From an optimization exercise on the open Yosys and OpenROAD flow, aimed at small area and a short achievable clock period; shortcuts taken in it are not production practice. At most, simulation tests tie the RTL to the original design; equivalence was not proved. The RTL of run 3 was laid out without a check of its function. No activity file was given, so power comes from the tool's default toggle rates.

File: flow/design.v
`default_nettype none
package fp32_fmt_pkg;
  localparam int block_size_lp = 32;
  localparam int fp_width_lp = 32;
  localparam int exp_width_lp = 8;
  localparam int frac_width_lp = 23;
  typedef union packed {
    logic [fp_width_lp-1:0] raw;
    struct packed {
      logic                     sign;
      logic [exp_width_lp-1:0]  exp;
      logic [frac_width_lp-1:0] frac;
    } fields;
  } fp32_word_u;
endpackage
`default_nettype wire
`default_nettype none
package bfp_code_pkg;
  localparam int mag_width_lp = 5;
  localparam int code_width_lp = mag_width_lp + 1;
  localparam int shift_width_lp = $clog2(mag_width_lp + 1);
  localparam int latency_lp = 1;
endpackage
`default_nettype wire
`timescale 1ns/10ps
`default_nettype none
import fp32_fmt_pkg::*;
import bfp_code_pkg::*;
module bfp_exp_decode
#(
  parameter int n_p = 8
)
(
  input  logic [n_p-1:0][exp_width_lp-1:0]  exp_i,
  input  logic [n_p-1:0]                    en_i,
  output logic [exp_width_lp-1:0]           max_exp_o,
  output logic [n_p-1:0][mag_width_lp-1:0]  sel_o
);
  localparam int n_step_lp = 3;
  function automatic int lo_c(input int s);
    lo_c = (s == 0) ? 5 : (s == 1) ? 2 : 0;
  endfunction
  function automatic int wd_c(input int s);
    wd_c = (s == 2) ? 2 : 3;
  endfunction
  logic [n_step_lp:0][n_p-1:0]      run;
  logic [exp_width_lp-1:0][n_p-1:0] bits;
  logic [n_p-1:0]                   term;
  logic [3:0]                       any;
  logic [1:0]                       up;
  always_comb begin
    for (int k = 0; k < exp_width_lp; k++) begin
      for (int i = 0; i < n_p; i++) begin
        bits[k][i] = exp_i[i][k];
      end
    end
    run[0] = '1;
    max_exp_o = '0;
    for (int s = 0; s < n_step_lp; s++) begin
      for (int j = wd_c(s) - 1; j >= 0; j--) begin
        for (int pat = 0; pat < 4; pat++) begin
          term = run[s] & bits[lo_c(s) + j];
          for (int q = 0; q < 2; q++) begin
            if (j + 1 + q < wd_c(s) && ((pat >> q) & 1) == 1) term = term & bits[lo_c(s) + j + 1 + q];
          end
          any[pat] = |term;
        end
        up = '0;
        for (int q = 0; q < 2; q++) begin
          if (j + 1 + q < wd_c(s)) up[q] = max_exp_o[lo_c(s) + j + 1 + q];
        end
        max_exp_o[lo_c(s) + j] = any[up];
      end
      run[s+1] = run[s];
      for (int j = 0; j < wd_c(s); j++) begin
        run[s+1] = run[s+1] & (bits[lo_c(s) + j] | {n_p{~max_exp_o[lo_c(s) + j]}});
      end
    end
  end
  logic [5:0] hi_m1;
  logic [3:0] mx_lo;
  for (genvar j = 0; j < 6; j++) begin : g_m1
    if (j == 0) begin : g_b0
      assign hi_m1[j] = ~max_exp_o[2];
    end else begin : g_bj
      assign hi_m1[j] = max_exp_o[2+j] ^ ~(|max_exp_o[2+j-1:2]);
    end
  end
  for (genvar a = 0; a < 4; a++) begin : g_mx
    assign mx_lo[a] = (max_exp_o[1:0] == 2'(a));
  end
  for (genvar i = 0; i < n_p; i++) begin : g_sel
    logic [3:0] ex_lo;
    logic [3:0] pos, neg;
    logic       h0, h1;
    for (genvar a = 0; a < 4; a++) begin : g_ex
      assign ex_lo[a] = (exp_i[i][1:0] == 2'(a));
    end
    always_comb begin
      pos = '0;
      neg = '0;
      for (int v = 0; v < 4; v++) begin
        for (int b = 0; b + v < 4; b++) begin
          pos[v] = pos[v] | (ex_lo[b] & mx_lo[b+v]);
          neg[v] = neg[v] | (mx_lo[b] & ex_lo[b+v]);
        end
      end
    end
    assign h0 = run[2][i];
    assign h1 = (exp_i[i][7:2] == hi_m1);
    assign sel_o[i][0] = en_i[i] & h0 & pos[0];
    assign sel_o[i][1] = en_i[i] & ((h0 & pos[1]) | (h1 & neg[3]));
    assign sel_o[i][2] = en_i[i] & ((h0 & pos[2]) | (h1 & neg[2]));
    assign sel_o[i][3] = en_i[i] & ((h0 & pos[3]) | (h1 & neg[1]));
    assign sel_o[i][4] = en_i[i] & h1 & neg[0];
  end
endmodule
`default_nettype wire
`timescale 1ns/10ps
`default_nettype none
import fp32_fmt_pkg::*;
import bfp_code_pkg::*;
module bfp_align_execute
(
  input  logic [mag_width_lp-1:0]   mag_i,
  input  logic [mag_width_lp-1:0]   sel_i,
  output logic [mag_width_lp-1:0]   mag_o
);
  always_comb begin
    mag_o = '0;
    for (int k = 0; k < mag_width_lp; k++) begin
      mag_o = mag_o | ({mag_width_lp{sel_i[k]}} & (mag_i >> k));
    end
  end
endmodule
`default_nettype wire
`timescale 1ns/10ps
`default_nettype none
import fp32_fmt_pkg::*;
import bfp_code_pkg::*;
module bfp_code_result
(
  input  logic                     clk,
  input  logic                     reset_i,
  input  logic                     valid_i,
  input  logic [exp_width_lp-1:0]  shared_exp_i,
  input  logic [block_size_lp*code_width_lp-1:0]  codes_i,
  output logic                     out_valid_o,
  output logic [exp_width_lp-1:0]  shared_exp_o,
  output logic [block_size_lp*code_width_lp-1:0]  codes_o
);
  always_ff @(posedge clk) begin
    if (reset_i) begin
      out_valid_o  <= 1'b0;
      shared_exp_o <= '0;
      codes_o      <= '0;
    end else begin
      out_valid_o <= valid_i;
      if (valid_i) begin
        shared_exp_o <= shared_exp_i;
        codes_o      <= codes_i;
      end
    end
  end
endmodule
`default_nettype wire
`timescale 1ns/10ps
`default_nettype none
import fp32_fmt_pkg::*;
import bfp_code_pkg::*;
module bfp_quant_top
(
  input  logic                     clk,
  input  logic                     reset_i,
  input  logic                     in_valid_i,
  input  logic [block_size_lp*fp_width_lp-1:0]   block_i,
  output logic                                   out_valid_o,
  output logic [exp_width_lp-1:0]                shared_exp_o,
  output logic [block_size_lp*code_width_lp-1:0] codes_o
);
  logic [block_size_lp-1:0][exp_width_lp-1:0]  exps;
  logic [block_size_lp-1:0]                    nz;
  logic [block_size_lp-1:0][mag_width_lp-1:0]  sel;
  logic [exp_width_lp-1:0]                     max_exp;
  logic [block_size_lp*code_width_lp-1:0]      codes;
  for (genvar i = 0; i < block_size_lp; i++) begin : g_exp
    assign exps[i] = block_i[fp_width_lp*i + frac_width_lp +: exp_width_lp];
    assign nz[i]   = |exps[i];
  end
  bfp_exp_decode #(.n_p(block_size_lp)) u_decode (
    .exp_i     (exps),
    .en_i      (nz),
    .max_exp_o (max_exp),
    .sel_o     (sel)
  );
  for (genvar i = 0; i < block_size_lp; i++) begin : g_word
    logic [mag_width_lp-1:0] mag;
    bfp_align_execute u_shift (
      .mag_i ({1'b1, block_i[fp_width_lp*i + frac_width_lp - mag_width_lp + 1 +: mag_width_lp - 1]}),
      .sel_i (sel[i]),
      .mag_o (mag)
    );
    assign codes[code_width_lp*i +: code_width_lp] = {block_i[fp_width_lp*i + fp_width_lp - 1], mag};
  end
  bfp_code_result u_result (
    .clk          (clk),
    .reset_i      (reset_i),
    .valid_i      (in_valid_i),
    .shared_exp_i (max_exp),
    .codes_i      (codes),
    .out_valid_o  (out_valid_o),
    .shared_exp_o (shared_exp_o),
    .codes_o      (codes_o)
  );
endmodule
`default_nettype wire
File: flow/flow/run.sh
#!/bin/bash
# The standard layout (the standard.sh: standard synthesis script,
# floorplan, placement, CTS, routing) with two changes:
# - synthesis leaves adders to abc: ADDER_MAP_FILE is empty, so Yosys's
#   extract_fa pass does not turn the small subtracts into half/full adder
#   cells (registers, names and flip-flop cells are unchanged);
# - the buffer that placement puts on every input and output port is
#   sky130_fd_sc_hd__buf_1 instead of the default delay cell
#   (clkdlybuf4s50_1). Every port still gets its own buffer.
# standard.sh writes each tool's log under orfs/logs; its own output goes
# to standard.log here.
set -euo pipefail
export ADDER_MAP_FILE=
export BUFFER_PORTS_ARGS="-buffer_cell sky130_fd_sc_hd__buf_1"
bash standard.sh > standard.log 2>&1
File: flow/standard.sh
#!/bin/bash
# synth_recipe.tcl (not shown) runs the flow's synth.tcl, then flattens the netlist and writes it again
# the make line also repeats each setting of config.mk as NAME=value (left out here)
make -C /OpenROAD-flow-scripts/flow DESIGN_CONFIG=/design/flow/config.mk WORK_HOME=/design/flow/orfs CLKGATE_MAP_FILE= SYNTH_SCRIPT=/design/flow/synth_recipe.tcl "${@:-finish}"
File: flow/config.mk
export PLATFORM = sky130hd
export DESIGN_NAME = bfp_quant_top
export DESIGN_NICKNAME = bfp_quant_top
export VERILOG_FILES = /design/flow/design.v
export SDC_FILE = /design/flow/constraint.sdc
export NUM_CORES = 4
export LEC_CHECK = 0
export ABC_AREA = 1
export CAP_MARGIN = 20
export CORE_AREA = 5 5 445 445
export DIE_AREA = 0 0 450 450
export PLACE_DENSITY = 0.85
export SETUP_SLACK_MARGIN = 3
export SLEW_MARGIN = 20
export TNS_END_PERCENT = 5
File: flow/constraint.sdc
create_clock -name core_clock -period 10.0 [get_ports {clk}]
set_input_delay 2.0000 -clock core_clock [delete_from_list [all_inputs] [get_ports {clk}]]
set_output_delay 2.0000 -clock core_clock [all_outputs]
set_load 0.01 [all_outputs]
==> impl_metrics.csv, run 1 <==
group,metric,value,unit
global_route,first_global_vias,34201,
floorplan,rows,161,
synth,synth.yosys.seq_area_share,16.2,%
timing,report.final.slew_viol_count,0,
routing,routed-via-count,37552,
timing,finalWorstPathRequiredPeriod,6.94,ns
global_route,grt_antenna_before_repair,186,
power_and_ir_drop,clock_power_share,23.3,%
power_and_ir_drop,power,4.13,mW
setup_path,crit_path_end_kind,"flop",
global_route,grt_start_max_net_pins,103,
status,run_status,"finished clean",
cells_and_area,synthToLayoutAreaGrowth,38.6,%
power_and_ir_drop,internal_power,2.16,mW
floorplan,chipHeight,450,um
synth,synth_top_area_share,21.3,%
power_and_ir_drop,sw_frac_of_total,47.7,%
routing,top_layer,"met5",
floorplan,ios,1228,
timing,final_hold_viol_count,0,
timing,post-route-period-util,69.4,%
setup_path,crit_slowest_cell,"sky130_fd_sc_hd__nand3b_1",
routing,met2_length,92300,um
setup_path,critical_path_peak_fanout,12,
cells_and_area,multi_input_comb_area,0.0185,sq mm
cells_and_area,drive_above_1_share,12.5,%
clock_network,root_buffer,"sky130_fd_sc_hd__clkbuf_16",
synth,synthesis.yosys.warnings,3,
placed_design,placed_inst_area,0.0321,sq mm
cells_and_area,stdcell_area,0.0344,sq mm
synth,synth_top_area_cell,"sky130_fd_sc_hd__nand2_1",
routing,detail_route.wirelength,203000,um
synth,synthesis.instances,4742,
clock_network,path_clk_slew,0.07,ns
timing,clock.fmax,144,MHz
timing,rsz0062_at_grt,"yes",
clock_network,htree_num_levels,1,
placed_design,pre_cts_slack,1.64,ns
timing,clock-skew-final,0,ns
routing,antenna_violating_nets_left,0,
power_and_ir_drop,vdd.ir_drop.worst,0.000104,V
worst_hold_path,worst_hold_startpoint,"u_result.shared_exp_o[4]",
routing,initialDrtViolationCount,4093,
cells_and_area,ff_latch_area,0.00402,sq mm
setup_path,startpoint,"block_i[189]",
routing,wirelength_per_cell,24.9,um
timing,relSlewSlack,34.2,%
synth,yosys.cell_types.count,40,
floorplan,die_area,0.203,sq mm
global_route,globalRoute.totalOverflow,0,
power_and_ir_drop,power.switching,1.97,mW
routing,wire_length_on_met1,68000,um
cells_and_area,fillCellCount,22432,
clock_network,numCtsBuffers,25,
timing,timing_worst_slew_pin_value,0.986,ns
floorplan,starting_density_of_the_core,12.9,%
job,drv.max_cap_violation_count,0,
worst_hold_path,hold_path_class,"reg2reg",
cells_and_area,layout_common_cells,"sky130_fd_sc_hd__nand2_1, sky130_fd_sc_hd__nand3_1, sky130_fd_sc_hd__nor2_1",
floorplan,core_region_area,0.193,sq mm
clock_network,tritoncts,"done",
routing,avgViaCountPerCell,4.61,
clock_network,cts_max_path_buffers,3,
cells_and_area,layout_commonest_cell,"sky130_fd_sc_hd__nand2_1",
setup_path,critPathKind,"in2reg",
floorplan,chipWidth,450,um
clock_network,clkSinkCount,201,
global_route,grt_usage,18.7,%
timing,worst_slack,3.06,ns
timing,holdWs,0.481,ns
setup_path,cp.required,10.52,ns
synth,netlist_area,0.0248,sq mm
synth,leading_post_synthesis_cells_by_cell_area,"sky130_fd_sc_hd__nand2_1, sky130_fd_sc_hd__dfxtp_1, sky130_fd_sc_hd__nand3_1",
power_and_ir_drop,pwr-share-seq,21.2,%
power_and_ir_drop,p_comb_share,55.5,%
power_and_ir_drop,cellPowerDensity,120,mW/mm^2
placed_design,port_buffers,619,
synth,syn_nets,5769,
synth,mean_syn_cell_area,5.23,sq um
setup_path,cp_slowest_stage_delay,0.31,ns
setup_path,worstReg2RegStart,"u_result.codes_o[117]",
global_route,grt_first_pass_wirelength,269000,um
synth,postSynthRegisterBits,201,
timing,final.setup.tns,0,ns
setup_path,cp_common_cell,"sky130_fd_sc_hd__nand2_1",
routing,drcViolationCount,0,
cells_and_area,final_nets,6560,
timing,setup_viol_count_final,0,
routing,met3_wirelength,22000,um
clock_network,clk-insertion-delay-late,0.59,ns
placed_design,gpl.final_weighted_congestion,1.04,
setup_path,critical_path.startpoint_type,"input port",
placed_design,detailed_place_hpwl,170000,um
routing,drt-pass1-iter-count,7,
setup_path,critPathArrivalTime,7.46,ns
power_and_ir_drop,leakagePower,15.8,nW
-- cells by family after synthesis --
group	after synthesis	share of synthesized area [%]
xor+xnor	126	4.45
compound gates	488	10.3
flops	201	16.2
buf+inv	680	11.3
simple gates	3247	57.7
-- state kept, by name, summed over array words and instances, names as in the netlist --
register,flops
u_result.codes_o,192
u_result.shared_exp_o,8
u_result.out_valid_o,1
-- layer usage --
metal  vias up  global-route usage (%)
met4        74                    15.2
li1      17129                       -
met5         -                       0
met2      2576                    31.0
met3       774                    6.22
met1     16999                    19.3
-- synthesized netlist by cell type, drive strengths merged --
library cell  instances
a21boi                2
a21oi               177
a22oi                 5
and2                  3
buf                 104
clkbuf              106
clkinv               12
dfxtp               201
inv                 458
nand2              1421
nand2b                1
nand3               812
nand3b               23
nand4               169
nor2                746
nor3                 21
nor3b                19
nor4                 32
o211ai               10
o21ai               261
o21bai               20
o22ai                13
xnor2                 3
xor2                123
-- through the flow --
step / cells / utilization [%]
after global routing: 8121 / 17.8
after global placement: 8001 / 16.7
after CTS: 8049 / 17.2
final: 8152 / 17.9
after detailed placement: 8001 / 16.7
after floorplan: 4742 / -
-- worst max-delay path: cells and delay by family --
family,cells,cell delay (ns)
and+or+nand+nor,25,3.66
buffers and inverters,8,1.22
AOI/OAI and AO/OA,2,0.43
xor gates and xnor gates,1,0.13
-- worst paths after layout --
check	endpoint	slack [ns]	cells past startpoint
max	u_result.codes_o[54]	3.06	36
min	u_result.shared_exp_o[4]	0.48	2
max reg2reg	u_result.codes_o[117]	9.16	2
min reg2reg	u_result.shared_exp_o[4]	0.48	2
-- timing repair --
action                                 4_1_cts  5_1_grt
pin swaps                                    3       34
setup endpoints to repair                  161      160
endpoints found under the hold margin        0        0
hold buffers                                 0        0
gates resized for setup                     22      222
cloned                                       1       12
buffers inserted                             3       15
-- power by group through the flow --
| stage | clock network, mW | registers, mW | logic [mW] |
|---|---|---|---|
| after floorplan | 0 | 0.910 | 1.06 |
| after global placement | 0 | 0.889 | 2.06 |
| after detailed placement | 0 | 0.890 | 2.08 |
| after CTS | 0.990 | 0.873 | 2.09 |
| after global routing | 1.02 | 0.879 | 2.42 |
| final | 0.965 | 0.875 | 2.29 |
-- final cells by class --
cell class / instances / share of cell area [%]
Sequential cell: 201 / 11.7
Antenna cell: 76 / 0.553
Multi-Input combinational cell: 3861 / 53.9
Timing Repair Buffer: 974 / 17.1
Clock inverter: 16 / 0.495
Inverter: 470 / 5.14
Clock buffer: 28 / 1.94
Tap cell: 2526 / 9.19
==> run 2: changes to the inputs <==
--- a/flow/config.mk
+++ b/flow/config.mk
@@ -8,3 +8,3 @@
 export ABC_AREA = 1
-export CAP_MARGIN = 20
+export CAP_MARGIN = 5
 export CORE_AREA = 5 5 445 445
@@ -13,3 +13,3 @@
 export SETUP_SLACK_MARGIN = 3
-export SLEW_MARGIN = 20
+export SLEW_MARGIN = 5
 export TNS_END_PERCENT = 5
==> impl_metrics.csv, run 2 <==
group,metric,value,unit
global_route,grt_start_max_net_pins,103,
timing,rsz0062_at_grt,"yes",
status,run_status,"finished clean",
clock_network,hold_buffers,0,
cells_and_area,largest_register_ffs,192,
clock_network,tritoncts,"done",
synth,synth_top_area_share,21.3,%
floorplan,ios,1228,
cells_and_area,reg.largest.list,"u_result.codes_o: 192 flops, u_result.shared_exp_o: 8 flops, u_result.out_valid_o: 1 flops",
worst_hold_path,hold_path_class,"reg2reg",
clock_network,htree_num_levels,1,
cells_and_area,top_reg_by_flops,"u_result.codes_o",
synth,synth_common_cells,"sky130_fd_sc_hd__nand2_1, sky130_fd_sc_hd__nand3_1, sky130_fd_sc_hd__nor2_1, sky130_fd_sc_hd__inv_1, sky130_fd_sc_hd__o21ai_0",
routing,routed-via-count,37552,
global_route,grt_usage,18.7,%
clock_network,clk-insertion-delay-late,0.59,ns
synth,synthesis.yosys.warnings,3,
cells_and_area,final_nets,6560,
floorplan,die_area,0.203,sq mm
timing,setup_viol_count_final,0,
synth,synth.yosys.seq_area_share,16.2,%
cells_and_area,synthToLayoutAreaGrowth,38.6,%
clock_network,root_buffer,"sky130_fd_sc_hd__clkbuf_16",
synth,async_flop_share,0,%
timing,finalWorstPathRequiredPeriod,6.94,ns
setup_path,crit_slowest_cell,"sky130_fd_sc_hd__nand3b_1",
global_route,globalRoute.totalOverflow,0,
setup_path,critical_path.startpoint_type,"input port",
placed_design,detailed_place_hpwl,170000,um
power_and_ir_drop,cellPowerDensity,120,mW/mm^2
clock_network,cts_max_path_buffers,3,
routing,drt-pass1-iter-count,7,
clock_network,clkSinkCount,201,
cells_and_area,drive_above_1_share,12.5,%
global_route,grt_first_pass_wirelength,269000,um
power_and_ir_drop,leakagePower,15.8,nW
setup_path,critical_path_peak_fanout,12,
timing,final.setup.tns,0,ns
synth,mean_syn_cell_area,5.23,sq um
timing,timing_worst_slew_pin_value,0.986,ns
setup_path,critPathBufInv,8,
setup_path,crit_path_end_kind,"flop",
placed_design,port_buffers,619,
global_route,first_global_vias,34201,
setup_path,cp_top_family,"simple AND/OR/NAND/NOR gates",
synth,synth_top_area_cell,"sky130_fd_sc_hd__nand2_1",
synth,synthesis.instances,4742,
synth,postSynthRegisterBits,201,
floorplan,rows,161,
floorplan,core_region_area,0.193,sq mm
setup_path,cp.required,10.52,ns
routing,drcViolationCount,0,
timing,worst_slack,3.06,ns
routing,wirelength_per_cell,24.9,um
setup_path,critPathArrivalTime,7.46,ns
routing,initialDrtViolationCount,4093,
routing,detail_route.wirelength,203000,um
placed_design,gpl.final_weighted_congestion,1.04,
routing,antenna_violating_nets_left,0,
setup_path,critPathKind,"in2reg",
timing,post-route-period-util,69.4,%
power_and_ir_drop,vdd.ir_drop.worst,0.000104,V
synth,netlist_area,0.0248,sq mm
clock_network,path_clk_slew,0.07,ns
synth,yosys.cell_types.count,40,
timing,clock-skew-final,0,ns
timing,clock.fmax,144,MHz
synth,syn_nets,5769,
timing,final_hold_viol_count,0,
placed_design,pre_cts_slack,1.64,ns
synth,leading_post_synthesis_cells_by_cell_area,"sky130_fd_sc_hd__nand2_1, sky130_fd_sc_hd__dfxtp_1, sky130_fd_sc_hd__nand3_1",
setup_path,cp_common_cell,"sky130_fd_sc_hd__nand2_1",
clock_network,numCtsBuffers,25,
synth,most_frequent_cell_after_synthesis,"sky130_fd_sc_hd__nand2_1",
job,drv.max_cap_violation_count,0,
cells_and_area,layout_commonest_cell,"sky130_fd_sc_hd__nand2_1",
routing,avgViaCountPerCell,4.61,
timing,relSlewSlack,34.2,%
floorplan,chipHeight,450,um
setup_path,cp_slowest_stage_delay,0.31,ns
cells_and_area,layout_common_cells,"sky130_fd_sc_hd__nand2_1, sky130_fd_sc_hd__nand3_1, sky130_fd_sc_hd__nor2_1",
synth,synth_edf_count,0,
floorplan,starting_density_of_the_core,12.9,%
timing,report.final.slew_viol_count,0,
synth,ys.flop_type,"sky130_fd_sc_hd__dfxtp_1",
global_route,grt_antenna_before_repair,186,
floorplan,chipWidth,450,um
## run 2: cell counts after synthesis
Identical to the previous run, type by type.
## run 2: layout make-up
cell class	count	area, sq um
repair buffers	974	5880
clock inverters	16	170
diodes	76	190
multi-input cells	3861	18500
inverters	470	1770
flip-flops and latches	201	4020
fillers	22432	158000
well taps	2526	3160
clock buffers	28	667
## run 2: cells by family (layout without fill, tap and decap cells)
family	Yosys count	in the layout	synth area share, %
xor gates and xnor gates	126	126	4.45
DFF	201	201	16.2
other	0	76	0
AOI/OAI and AO/OA	488	488	10.3
buffers and inverters	680	1488	11.3
and+or+nand+nor	3247	3247	57.7
## run 2: repair_timing
| item | 4_1_cts | 5_1_grt |
|---|---|---|
| setup buffers | 3 | 15 |
| resized for setup | 22 | 222 |
| cloned | 1 | 12 |
| endpoints found under the setup margin | 161 | 160 |
| pin swaps | 3 | 34 |
## run 2: worst paths after layout
kind,startpoint,endpoint,slack [ns],cells past startpoint
max reg2reg,u_result.codes_o[117],u_result.codes_o[117],9.16,2
max,block_i[189],u_result.codes_o[54],3.06,36
min reg2reg,u_result.shared_exp_o[4],u_result.shared_exp_o[4],0.48,2
min,u_result.shared_exp_o[4],u_result.shared_exp_o[4],0.48,2
## run 2: per-stage QoR
| stage | hold slack (ns) | power, mW | util (%) | area (sq um) | std cells |
|---|---|---|---|---|---|
| CTS | 0.485 | 3.96 | 17.2 | 33100 | 8049 |
| global placement | 0.462 | 2.95 | 16.7 | 32100 | 8001 |
| finish | 0.481 | 4.13 | 17.9 | 34400 | 8152 |
| floorplan | 0.516 | 1.97 | - | 24800 | 4742 |
| detailed placement | 0.466 | 2.97 | 16.7 | 32100 | 8001 |
| global route | 0.505 | 4.31 | 17.8 | 34300 | 8121 |
## run 2: routing by layer
layer | track usage, % | part of all wire [%] | vias to the layer above | routed length [um]
li1 | - | - | 17129 | -
met1 | 19.3 | 33 | 16999 | 68000
met2 | 31.0 | 45 | 2576 | 92300
met3 | 6.22 | 11 | 774 | 22000
met4 | 15.2 | 10 | 74 | 20400
met5 | 0 | 0.23 | - | 458
## run 2: tightest hold or removal path, delay by kind of cell, from the launching register on
family          cells  cell delay, ns
compound gates      1            0.08
flops               1            0.33
buf+inv             1            0.05
## run 2: power breakdown
part           switching [mW]  total (mW)  internal, mW
registers              0.0260       0.875         0.849
logic                    1.52        2.29         0.777
clock network           0.427       0.965         0.538
==> run 3: changes to the inputs <==
--- a/flow/design.v
+++ b/flow/design.v
@@ -38,8 +38,8 @@
 );
-  localparam int n_step_lp = 3;
+  localparam int n_step_lp = 2;
   function automatic int lo_c(input int s);
-    lo_c = (s == 0) ? 5 : (s == 1) ? 2 : 0;
+    lo_c = (s == 0) ? 4 : 0;
   endfunction
   function automatic int wd_c(input int s);
-    wd_c = (s == 2) ? 2 : 3;
+    wd_c = 4;
   endfunction
@@ -48,4 +48,4 @@
   logic [n_p-1:0]                   term;
-  logic [3:0]                       any;
-  logic [1:0]                       up;
+  logic [7:0]                       any;
+  logic [2:0]                       up;
   always_comb begin
@@ -60,5 +60,5 @@
       for (int j = wd_c(s) - 1; j >= 0; j--) begin
-        for (int pat = 0; pat < 4; pat++) begin
+        for (int pat = 0; pat < 8; pat++) begin
           term = run[s] & bits[lo_c(s) + j];
-          for (int q = 0; q < 2; q++) begin
+          for (int q = 0; q < 3; q++) begin
             if (j + 1 + q < wd_c(s) && ((pat >> q) & 1) == 1) term = term & bits[lo_c(s) + j + 1 + q];
@@ -68,3 +68,3 @@
         up = '0;
-        for (int q = 0; q < 2; q++) begin
+        for (int q = 0; q < 3; q++) begin
           if (j + 1 + q < wd_c(s)) up[q] = max_exp_o[lo_c(s) + j + 1 + q];
@@ -108,3 +108,3 @@
     end
-    assign h0 = run[2][i];
+    assign h0 = run[1][i] & (exp_i[i][3:2] == max_exp_o[3:2]);
     assign h1 = (exp_i[i][7:2] == hi_m1);
--- a/flow/config.mk
+++ b/flow/config.mk
@@ -8,8 +8,7 @@
 export ABC_AREA = 1
-export CAP_MARGIN = 5
+export CAP_MARGIN = 20
 export CORE_AREA = 5 5 445 445
 export DIE_AREA = 0 0 450 450
-export PLACE_DENSITY = 0.85
+export PLACE_DENSITY = 0.95
 export SETUP_SLACK_MARGIN = 3
-export SLEW_MARGIN = 5
-export TNS_END_PERCENT = 5
+export SLEW_MARGIN = 20
==> impl_metrics.csv, run 3 <==
group,metric,value,unit
status,run_status,"finished clean",
worst_hold_path,hold_path_class,"reg2reg",
global_route,grt_antenna_before_repair,210,
clock_network,clk-insertion-delay-late,0.56,ns
setup_path,reg2reg_to,"u_result.codes_o[48]",
timing,final_hold_viol_count,0,
placed_design,port_buffers,619,
clock_network,hold_buffers,0,
floorplan,starting_density_of_the_core,13.8,%
synth,synth_top_area_share,23.6,%
setup_path,crit_slowest_cell,"sky130_fd_sc_hd__nor3_2",
synth,mean_syn_cell_area,5.10,sq um
floorplan,chipWidth,450,um
setup_path,critical_path.startpoint_type,"input port",
cells_and_area,synthToLayoutAreaGrowth,45.7,%
timing,finalWorstPathRequiredPeriod,7.05,ns
routing,avgViaCountPerCell,4.90,
global_route,first_global_vias,39280,
synth,postSynthRegisterBits,201,
clock_network,tritoncts,"done",
routing,detail_route.wirelength,257000,um
power_and_ir_drop,cellPowerDensity,135,mW/mm^2
routing,drt-pass1-iter-count,8,
routing,wirelength_per_cell,28.9,um
global_route,globalRoute.totalOverflow,0,
placed_design,detailed_place_hpwl,221000,um
clock_network,numCtsBuffers,26,
synth,synth_top_area_cell,"sky130_fd_sc_hd__nand2_1",
synth,leading_post_synthesis_cells_by_cell_area,"sky130_fd_sc_hd__nand2_1, sky130_fd_sc_hd__dfxtp_1, sky130_fd_sc_hd__nand3_1",
placed_design,gpl.final_weighted_congestion,1.10,
setup_path,worstReg2RegStart,"u_result.codes_o[48]",
cells_and_area,drive_above_1_share,17.4,%
clock_network,root_buffer,"sky130_fd_sc_hd__clkbuf_16",
power_and_ir_drop,vdd.ir_drop.worst,0.000118,V
setup_path,critical_path_peak_fanout,8,
synth,most_frequent_cell_after_synthesis,"sky130_fd_sc_hd__nand2_1",
synth,synth.yosys.seq_area_share,15.2,%
floorplan,core_region_area,0.193,sq mm
timing,clock-skew-final,0,ns
setup_path,r2r_setup_slack,9.08,ns
floorplan,ios,1228,
setup_path,critPathArrivalTime,7.46,ns
synth,syn_nets,6230,
cells_and_area,final_core_util,20.1,%
global_route,grt_first_pass_wirelength,334000,um
synth,async_flop_share,0,%
timing,final.setup.tns,0,ns
floorplan,die_area,0.203,sq mm
timing,setup_viol_count_final,0,
setup_path,critPathKind,"in2reg",
routing,initialDrtViolationCount,6020,
setup_path,cp_slowest_stage_delay,0.31,ns
timing,timing_worst_slew_pin_value,1.17,ns
setup_path,startpoint,"block_i[829]",
timing,clock.fmax,142,MHz
setup_path,r2r.worst_path.cells,2,
clock_network,htree_num_levels,1,
setup_path,crit_path_end_kind,"flop",
cells_and_area,reg.largest.list,"u_result.codes_o: 192 flops, u_result.shared_exp_o: 8 flops, u_result.out_valid_o: 1 flops",
synth,synth_common_cells,"sky130_fd_sc_hd__nand2_1, sky130_fd_sc_hd__nor2_1, sky130_fd_sc_hd__nand3_1, sky130_fd_sc_hd__inv_1, sky130_fd_sc_hd__o21ai_0",
routing,antenna_violating_nets_left,0,
clock_network,clkSinkCount,201,
setup_path,cp.required,10.41,ns
power_and_ir_drop,leakagePower,18.5,nW
cells_and_area,largest_register_ffs,192,
synth,ys.flop_type,"sky130_fd_sc_hd__dfxtp_1",
synth,yosys.cell_types.count,49,
routing,drcViolationCount,0,
job,drv.max_cap_violation_count,0,
global_route,grt_start_max_net_pins,104,
timing,relSlewSlack,22.0,%
floorplan,chipHeight,450,um
timing,rsz0062_at_grt,"yes",
cells_and_area,layout_commonest_cell,"sky130_fd_sc_hd__nand2_1",
routing,routed-via-count,43568,
setup_path,endpoint,"u_result.codes_o[111]",
cells_and_area,top_reg_by_flops,"u_result.codes_o",
cells_and_area,fillCellCount,22529,
cells_and_area,multi_input_comb_area,0.0202,sq mm
clock_network,path_clk_slew,0.06,ns
cells_and_area,layout_common_cells,"sky130_fd_sc_hd__nand2_1, sky130_fd_sc_hd__nor2_1, sky130_fd_sc_hd__buf_4",
timing,post-route-period-util,70.5,%
synth,synth_edf_count,0,
synth,synthesis.yosys.warnings,3,
global_route,grt_usage,23.8,%
synth,netlist_area,0.0265,sq mm
cells_and_area,final_nets,7284,
cells_and_area,ff_latch_area,0.00402,sq mm
timing,report.final.slew_viol_count,0,
clock_network,cts_max_path_buffers,3,
synth,synthesis.instances,5203,
floorplan,rows,161,
==> run 3: cell count changes in the layout (fill, tap and decap cells not counted), sizes merged, moves of 45 or more <==
cell,delta
nand2,+265
o22ai,+73
inv,+120
nor2,+45
nor3,+53
nand3,-223
buf,+294
==> run 3: layout make-up <==
type | instances | share of cell area [%]
multi-input combinational | 4178 | 52.3
inverter | 589 | 5.81
antenna | 95 | 0.616
clock buffer | 33 | 1.88
tap | 2526 | 8.18
timing repair buffer | 1261 | 20.3
clock inverter | 15 | 0.505
sequential | 201 | 10.4
==> run 3: where the power goes <==
| group | internal (mW) | switching, mW |
|---|---|---|
| sequential | 0.847 | 0.0279 |
| clock | 0.599 | 0.433 |
| combinational | 1.16 | 2.13 |
==> run 3: worst max-delay path, delay by kind of cell <==
kind / cells / cell delay, ns
buf+inv: 12 / 1.77
compound gates: 3 / 0.29
simple gates: 26 / 3.32
==> run 3: cells by family (layout without fill, tap and decap cells) <==
group | after synthesis | count (layout) | synth area share [%]
compound gates | 596 | 596 | 12.6
xor+xnor | 135 | 135 | 4.54
buf+inv | 825 | 1898 | 12.3
flops | 201 | 201 | 15.2
other cells | 0 | 95 | 0
simple gates | 3446 | 3447 | 55.4
==> run 3: routing by layer <==
metal	global-route usage [%]	vias to the layer above	wire length [um]
li1	-	19178	-
met3	7.77	999	26900
met1	25.2	20173	88000
met2	38.9	3162	116000
met4	18.8	56	25900
met5	0	-	360
==> run 3: repair_timing <==
action,CTS,global route
resized for setup,115,328
setup endpoints to repair,160,160
pin swaps,13,75
cloned,3,3
setup buffers,14,45
==> run 3: metrics by stage <==
step                worst slack [ns]  cells  power [mW]  hold WS [ns]  area (sq um)
finish                          2.95   8898        5.20         0.463         38600
floorplan                       4.09   5203        2.21         0.490         26500
global route                    2.93   8852        5.39         0.484         38500
global placement                1.41   8690        3.78         0.453         35500
detailed placement              1.45   8690        3.79         0.454         35500
CTS                             3.00   8755        4.90         0.464         36900
==> run 3: worst min path at each step <==
stage	to	start	cells after the start	slack [ns]
after floorplan	u_result.codes_o[106]	u_result.codes_o[106]	2	0.49
after global placement	u_result.codes_o[112]	u_result.codes_o[112]	2	0.45
after detailed placement	u_result.codes_o[70]	u_result.codes_o[70]	2	0.45
after CTS	u_result.codes_o[70]	u_result.codes_o[70]	2	0.46
after global routing	u_result.codes_o[154]	u_result.codes_o[154]	2	0.48
final	u_result.codes_o[70]	u_result.codes_o[70]	2	0.46

-- what the ideal ports hide --
How much do the figures lean on ideal ports? The routed layouts below were timed once more, with nothing changed but the port constraints.
Step 1 assumes that a clkbuf_16 drives the clock port and a buf_2 every other input.
Step 2 times the ports against the registers' clock, not the clock port: input delays grow and output delays shrink by t, the midpoint of the rising clock arrivals with the driver on.
Slacks: ideal ports / drivers / drivers and shift; pairs: ideal ports / drivers.
| run | shift t [ns] | setup slack, ns | latest minus earliest clock arrival (ns) | slew at the worst register clock pin (ns) | worst slew at a driven data input, ns |
|---|---|---|---|---|---|
| run 1 | 0.619 | 3.064 / 2.972 / 2.353 | 0.049 / 0.049 | 0.07 / 0.07 | 0.28 |
| run 2 | 0.619 | 3.064 / 2.972 / 2.353 | 0.049 / 0.049 | 0.07 / 0.07 | 0.28 |
| run 3 | 0.656 | 2.952 / 2.821 / 2.165 | 0.075 / 0.074 | 0.08 / 0.08 | 0.37 |
After both steps setup and hold are still met in every run listed. The setup slack of run 3, which loses most, moves by -0.131 ns with the drivers and by -0.787 ns with both steps.
